From an optimization exercise on the open Yosys and OpenROAD flow, aimed at small area, a short achievable clock period and few clock cycles per item; shortcuts taken in it are not production practice.
Only simulation tests tie the RTL to the original design; equivalence was not proved.
Power and IR drop assume default switching activity.

== v23 ==
Design lc4_ooo_core, start of the top module:
module lc4_ooo_core (
   input  logic        gwe,
   input  logic        rst_n,
   output logic [15:0] imem_addr,
   input  logic [15:0] imem_out,
   output logic        commit_valid,
   output logic [15:0] commit_pc,
   output logic [15:0] commit_insn,
   output logic [15:0] commit_value,
   output logic        commit_we,
   output logic [2:0]  commit_reg,
   output logic [2:0]  commit_nzp
);
   logic [15:0] pc_f;
   logic        d_valid;
   logic [15:0] d_insn;
   logic        x_valid, x_we, x_mulph;
   logic [15:0] x_insn, x_a, x_b;
   logic [7:0]  x_one, x_two, x_neg;    
   logic        c_valid, c_we, c_zero;
   logic [15:0] c_pc, c_insn, c_value;
   logic [15:0] rf [8];
   logic [7:0]  rf_ok;
   logic        x_sub, x_and, x_or, x_xor, x_mul;
   logic        stall, x_wr;
   logic [15:0] sum, res, mul_s, mul_c;
   assign stall = x_valid && x_mul && !x_mulph;    
   assign sum   = x_a + x_b + {15'd0, x_sub};
   lc4_mul_csa i_mul (.a(x_a), .one(x_one), .two(x_two), .neg(x_neg), .s(mul_s), .c(mul_c));
   always_comb begin
      if (x_and)
         res = x_a & x_b;
      else if (x_or)
         res = x_a | x_b;
      else if (x_xor)
         res = x_a ^ x_b;
      else
         res = sum;
   end
   assign x_wr = x_valid && x_we && !stall;
   logic [3:0]  d_op;
   logic [2:0]  d_rs, d_rt, d_fn;
   logic [15:0] rf_a, rf_b, d_imm, a_next, b_val, b_next;
   logic        d_sub;
   logic [7:0]  b_one, b_two, b_neg;
   logic        d_arith, d_logic, d_const, d_imm_sel, d_not, byp_a, byp_b, use_a, d_mul;
   assign d_op      = d_insn[15:12];
   assign d_fn      = d_insn[5:3];
   assign d_rs      = d_insn[8:6];
   assign d_rt      = d_insn[2:0];
   assign d_arith   = (d_op == lc4_pkg::OP_ARITH);
   assign d_logic   = (d_op == lc4_pkg::OP_LOGIC);
   assign d_const   = (d_op == lc4_pkg::OP_CONST);
   assign d_not     = d_logic && (d_fn == 3'b001);
   assign d_mul     = d_arith && (d_fn == 3'b001);
   assign d_imm_sel = d_const || d_not || (d_fn[2] && (d_arith || d_logic));
   assign d_imm     = d_const ? {{7{d_insn[8]}}, d_insn[8:0]} :
                      d_not   ? 16'hffff : {{11{d_insn[4]}}, d_insn[4:0]};
   assign use_a     = !d_const;
   always_comb begin
      rf_a = 16'h0000;
      rf_b = 16'h0000;
      for (int i = 0; i < 8; i++) begin
  ...
Size in the first run: ~1400 cells after synthesis, ~300 flip-flops, about 16000 sq um of cells after synthesis.
export LEC_CHECK = 0
export CAP_MARGIN = 20
export CORE_MARGIN = 2
export CORE_UTILIZATION = 50
export CTS_CLUSTER_DIAMETER = 125
export CTS_CLUSTER_SIZE = 25
export SLEW_MARGIN = 20
create_clock -name core_clock -period 9.0 [get_ports {gwe}]
standard.sh (not shown) runs the stock make flow with config.mk's settings and CLKGATE_MAP_FILE= SYNTH_SCRIPT=/design/flow/synth_recipe.tcl, a recipe that flattens the netlist after the stock synthesis.
==> flow/flow/run.sh <==
#!/bin/bash
# Standard layout (the standard.sh), with plain buffers on the ports and a
# tighter setup repair target. Each tool's output goes to a log in this folder.
set -euo pipefail
bash standard.sh BUFFER_PORTS_ARGS="-buffer_cell sky130_fd_sc_hd__buf_1" SETUP_SLACK_MARGIN=5.7 finish > flow_make.log 2>&1
In summary, v23 completed successfully, with a layout that passed the timing, design-rule and antenna checks.
Testbench counts of v23, summed over its fixed seeds: cycles 17,590, items 16,000.
Relative to v23, the following input files were edited for v7:
--- a/flow/config.mk
+++ b/flow/config.mk
@@ -10,3 +10,3 @@
-export CORE_UTILIZATION = 50
-export CTS_CLUSTER_DIAMETER = 125
-export CTS_CLUSTER_SIZE = 25
+export CORE_UTILIZATION = 40
+export CTS_CLUSTER_DIAMETER = 120
+export CTS_CLUSTER_SIZE = 22
==> comparison <==
- From v23 to v7 the numbers moved as follows: internal power component went up, wire length on met2 went down, worst hold margin did not really move, cell count went up.
- Compared with v23, v7 shows a combinational share of power that is 0.6 points lower.
- v7 vs v23: via count of the first global-routing pass up in v7

port drivers added, routing unchanged:
In the flow no input, the clock included, has a driving cell. The finished layouts below were timed again as built, in two steps.
Step 1, drivers: a clkbuf_16 drives gwe and a buf_2 each remaining input, both assumed.
Step 2 also shifts input and output timing later by t, the mid clock arrival at the registers, as if the neighbouring blocks saw the same clock.
a / b / c = no drivers / after step 1 / after step 2; a / b = the first two.
run	t (ns)	slack for setup (ns)	pins driven straight from the clock port
v23	0.571	5.681 / 5.681 / 5.681	1
v7	0.572	5.695 / 5.695 / 5.695	1
After both steps setup and hold are still met in every run listed.
